Source: an optimization exercise on an open RTL-to-GDS flow (aim: small area, a short achievable clock period and few clock cycles per item). Production flows keep margins and buffers that such runs may drop. In this exercise RTL edits were held to simulation tests only and were not proved equivalent to the original. Power figures rest on the tool's default switching activity, not on a simulated workload.

Setup of north:
// scalar_alu_pipe
module scalar_alu_pipe #(
   parameter int DATA_W     = 64,
   parameter int MUL_CYCLES = 4
) (
   input  logic              clock,
   input  logic              reset_n,
   input  logic              in_valid,
   output logic              in_ready,
   input  logic [salu_pkg::OP_W-1:0] in_op,
   input  logic              in_wide,
   input  logic [DATA_W-1:0] in_src0,
   input  logic [DATA_W-1:0] in_src1,
   input  logic [salu_pkg::SIMM_W-1:0] in_simm,
   input  logic [salu_pkg::SDST_W-1:0] in_sdst,
   input  logic              in_scc,
   output logic              out_valid,
   input  logic              out_ready,
   output logic [DATA_W-1:0] out_data,
   output logic [salu_pkg::SDST_W-1:0] out_sdst,
   output logic              out_wr,
   output logic              out_scc
);
Settings: LEC_CHECK=0, CAP_MARGIN=20, CORE_MARGIN=2, CORE_UTILIZATION=35, SETUP_SLACK_MARGIN=5, SLEW_MARGIN=20; clock period 9.0 ns.
standard.sh (not shown) runs the stock make flow with config.mk's settings and CLKGATE_MAP_FILE= SYNTH_SCRIPT=/design/flow/synth_recipe.tcl, a recipe that flattens the netlist after the stock synthesis.
==> flow/flow/run.sh <==
#!/bin/bash
# The standard layout (the standard.sh, unchanged synthesis and steps), with
# the port buffers that placement inserts made sky130_fd_sc_hd__buf_1 instead
# of the default delay buffer; the resizer still sizes them as timing needs.
# make's full output goes to layout.log here; each ORFS step also keeps its own
# log under orfs/logs/.
set -euo pipefail
export BUFFER_PORTS_ARGS="-buffer_cell sky130_fd_sc_hd__buf_1"
bash standard.sh > layout.log 2>&1
Testbench counts of north, summed over its fixed seeds: cycles 12,024, items 12,000.
What middle does differently from north at the input level:
diff --git a/flow/design.v b/flow/design.v
--- a/flow/design.v
+++ b/flow/design.v
@@ -696,16 +696,15 @@
    assign y_in  = {d_sext ? {32{y_sel[31]}} : y_sel[63:32], y_sel[31:6],
                    y_sel[5] & ~(d_sh & ~d_w), y_sel[4:0]};
    assign yy_in = d_mul ? {16'b0, bn_in, bt_in, bo_in} : y_in ^ {64{d_inv}};
    logic        p1v;
    logic [63:0] a, yy;
    logic [3:0]  tt;
-   logic        inv, w, c_sum, c_shr, c_shl, c_ashr, c_mm, c_max;
+   logic        inv, w, c_sum, c_shr, c_shl, c_ashr, c_mm, c_max, c_sgn;
    logic        c_fc, c_flt, c_fgt, c_feq, c_fne, c_fov, c_fscc, c_nz, c_wr, c_mul, p1_scc;
    logic [6:0]  p1_sdst;
-   logic        c_fz, c_fv;
    always_ff @(posedge clock or negedge reset_n)
       if (!reset_n)  p1v <= 1'b0;
       else if (en)   p1v <= in_valid;
    always_ff @(posedge clock)
       if (en) begin
          a       <= a_in;
@@ -716,69 +715,73 @@
          c_sum   <= d_sum;
          c_shr   <= d_shr;
          c_shl   <= d_shl;
          c_ashr  <= d_ashr;
          c_mm    <= d_mm;
          c_max   <= d_max;
+         c_sgn   <= d_sgn;
          c_fc    <= d_fc;
          c_flt   <= d_flt;
          c_fgt   <= d_fgt;
          c_feq   <= d_feq;
          c_fne   <= d_fne;
          c_fov   <= d_fov;
          c_fscc  <= d_fscc;
          c_nz    <= d_nz;
          c_wr    <= d_wr;
          c_mul   <= d_mul;
          p1_scc  <= in_scc;
          p1_sdst <= in_sdst;
-         c_fz    <= d_sgn & (a_in[63] ^ y_in[63]);
-         c_fv    <= a_in[63];
       end
    logic [65:0] sum66;
    logic [63:0] s, p;
-   logic        c64, c32, cw, lt_u, eq, lt, gt, sel_a, ovf;
+   logic        c64, c32, cw, lt_u, lt_i, sa, sy, eq, lt, gt, sel_a, ovf;
    assign sum66 = {1'b0, a, 1'b1} + {1'b0, yy, inv};
    assign s     = sum66[64:1];
    assign c64   = sum66[65];
    assign p     = a ^ yy;
    assign c32   = s[32] ^ p[32];
    assign cw    = w ? c64 : c32;
    assign lt_u  = ~c64;
+   assign sa    = a[63];
+   assign sy    = ~yy[63];
+   assign lt_i  = (sa ^ sy) ? sa : lt_u;
    assign eq    = &p;
-   assign lt    = c_fz ? c_fv : lt_u;
+   assign lt    = c_sgn ? lt_i : lt_u;
    assign gt    = ~lt & ~eq;
-   assign sel_a = c_max ^ lt;
+   assign sel_a = c_max ? ~lt : lt;
    assign ovf   = (a[31] == yy[31]) && (s[31] != a[31]);
    logic [3:0]  tl, th;
    logic [63:0] lg;
    assign tl = c_mm ? {sel_a, 1'b1, 1'b0, ~sel_a} : tt;
    assign th = w ? tl : 4'b0000;
    always_comb begin
       for (int i = 0; i < 32; i++)  lg[i] = tl[{a[i], yy[i]}];
       for (int i = 32; i < 64; i++) lg[i] = th[{a[i], yy[i]}];
    end
    logic [5:0]  sh;
    logic        fill;
-   logic [63:0] sr;
+   logic [63:0] sr, rsr;
    assign sh   = yy[5:0];
    assign fill = c_ashr & a[63];
    assign sr   = 64'($signed({fill, a}) >>> sh);
+   always_comb
+      for (int i = 0; i < 64; i++) rsr[i] = sr[63-i];
    logic [63:0] res;
-   logic        hs, hr, lr;
+   logic        hs, hr, hl;
    assign hs = c_sum & w;
-   assign hr = (c_shr & w) | c_shl;
-   assign lr = c_shr | (c_shl & w);
-   assign res[31:0]  = lg[31:0]  | ({32{c_sum}} & s[31:0])  | ({32{lr}} & sr[31:0]);
-   assign res[63:32] = lg[63:32] | ({32{hs}}    & s[63:32]) | ({32{hr}} & sr[63:32]);
+   assign hr = c_shr & w;
+   assign hl = c_shl & w;
+   assign res[31:0]  = lg[31:0]  | ({32{c_sum}} & s[31:0])  | ({32{c_shr}} & sr[31:0])  | ({32{c_shl}} & rsr[31:0]);
+   assign res[63:32] = lg[63:32] | ({32{hs}}    & s[63:32]) | ({32{hr}}    & sr[63:32]) | ({32{hl}}    & rsr[63:32]);
    logic flag;
    assign flag = (c_fc & cw) | (c_flt & lt) | (c_fgt & gt) | (c_feq & eq) | (c_fne & ~eq) |
                  (c_fov & ovf) | (c_fscc & p1_scc);
    logic [31:0] m0, m1, m2;
    salu_mul_pp u_mpp (.a(a[31:0]), .one(yy[15:0]), .two(yy[31:16]), .ng(yy[47:32]), .row0(m0), .row1(m1), .row2(m2));
-   logic        r2v, r2_mul, r2_shl, r2_wr, r2_nz, r2_flag;
+   logic        r2v, r2_mul, r2_wr, r2_nz, r2_flag;
    logic [63:0] r2_x;
    logic [31:0] r2_m0, r2_m1, r2_m2;
    logic [6:0]  r2_sdst;
    always_ff @(posedge clock or negedge reset_n)
       if (!reset_n)  r2v <= 1'b0;
       else if (en)   r2v <= p1v;
@@ -786,26 +789,22 @@
       if (en) begin
          r2_x    <= res;
          r2_m0   <= m0;
          r2_m1   <= m1;
          r2_m2   <= m2;
          r2_mul  <= c_mul;
-         r2_shl  <= c_shl;
          r2_wr   <= c_wr;
          r2_nz   <= c_nz;
          r2_flag <= flag;
          r2_sdst <= p1_sdst;
       end
    logic [31:0] mp;
    logic [63:0] e2_data;
    logic        e2_scc;
    salu_mul_fin u_mfin (.row0(r2_m0), .row1(r2_m1), .row2(r2_m2), .p(mp));
-   logic [63:0] rx;
-   always_comb
-      for (int i = 0; i < 64; i++) rx[i] = r2_x[63-i];
-   assign e2_data = r2_mul ? {32'b0, mp} : r2_shl ? rx : r2_x;
+   assign e2_data = r2_mul ? {32'b0, mp} : r2_x;
    assign e2_scc  = r2_nz ? (r2_x != '0) : r2_flag;
    always_ff @(posedge clock or negedge reset_n)
       if (!reset_n)  out_valid <= 1'b0;
       else if (en)   out_valid <= r2v;
    always_ff @(posedge clock)
       if (en) begin
Notes after the runs:
north has lower area used by multi-input combinational logic than middle.
Between middle and north, the difference in async set or reset register ratio after synthesis is negligible.
middle against north: switching power of the nets saw a decrease; via count of the first global-routing pass saw an increase; cell count saw an increase; total power saw a decrease.
[middle vs north] clock latency at the later pin of the worst-skew pair: lower in middle
middle has completed all stages; timing, DRC and antenna checks passed.
Summary of middle over north: share of total power in combinational logic grew by 0.9 points; routability congestion estimate from global placement grew by 0.057; post-route fraction of the period consumed by the critical path shrank by 3.7 points; number of nets in the synthesized netlist grew by 186.
Testbench counts of middle, summed over its fixed seeds: cycles 12,024, items 12,000.

-- re-timing with driven ports --
The results above use ideal ports. As a check the final layouts listed here were re-extracted and re-timed, cells and wires unchanged.
Step 1 (the two cells are an assumption about what drives the block):
set clk [get_ports {clock}]
set_driving_cell -lib_cell sky130_fd_sc_hd__clkbuf_16 $clk
set_driving_cell -lib_cell sky130_fd_sc_hd__buf_2 [delete_from_list [all_inputs] $clk]
Step 2, shift: input delay + t, output delay - t, t = (earliest + latest rising clock arrival at the registers) / 2. This alone moves slack from input paths to output paths.
Three values: ideal, step 1, step 2; two values: the first two.
run	shift t [ns]	setup slack, ns	worst register clock-pin slew, ns	pins driven straight from the clock port
north	0.706	4.553 / 4.553 / 4.516	0.07 / 0.07	1
middle	0.698	4.884 / 4.884 / 4.581	0.07 / 0.07	1
After both steps setup and hold are still met in every run listed. For middle, which loses most, drivers alone change the setup slack by 0.000 ns; drivers and shift together by -0.303 ns.
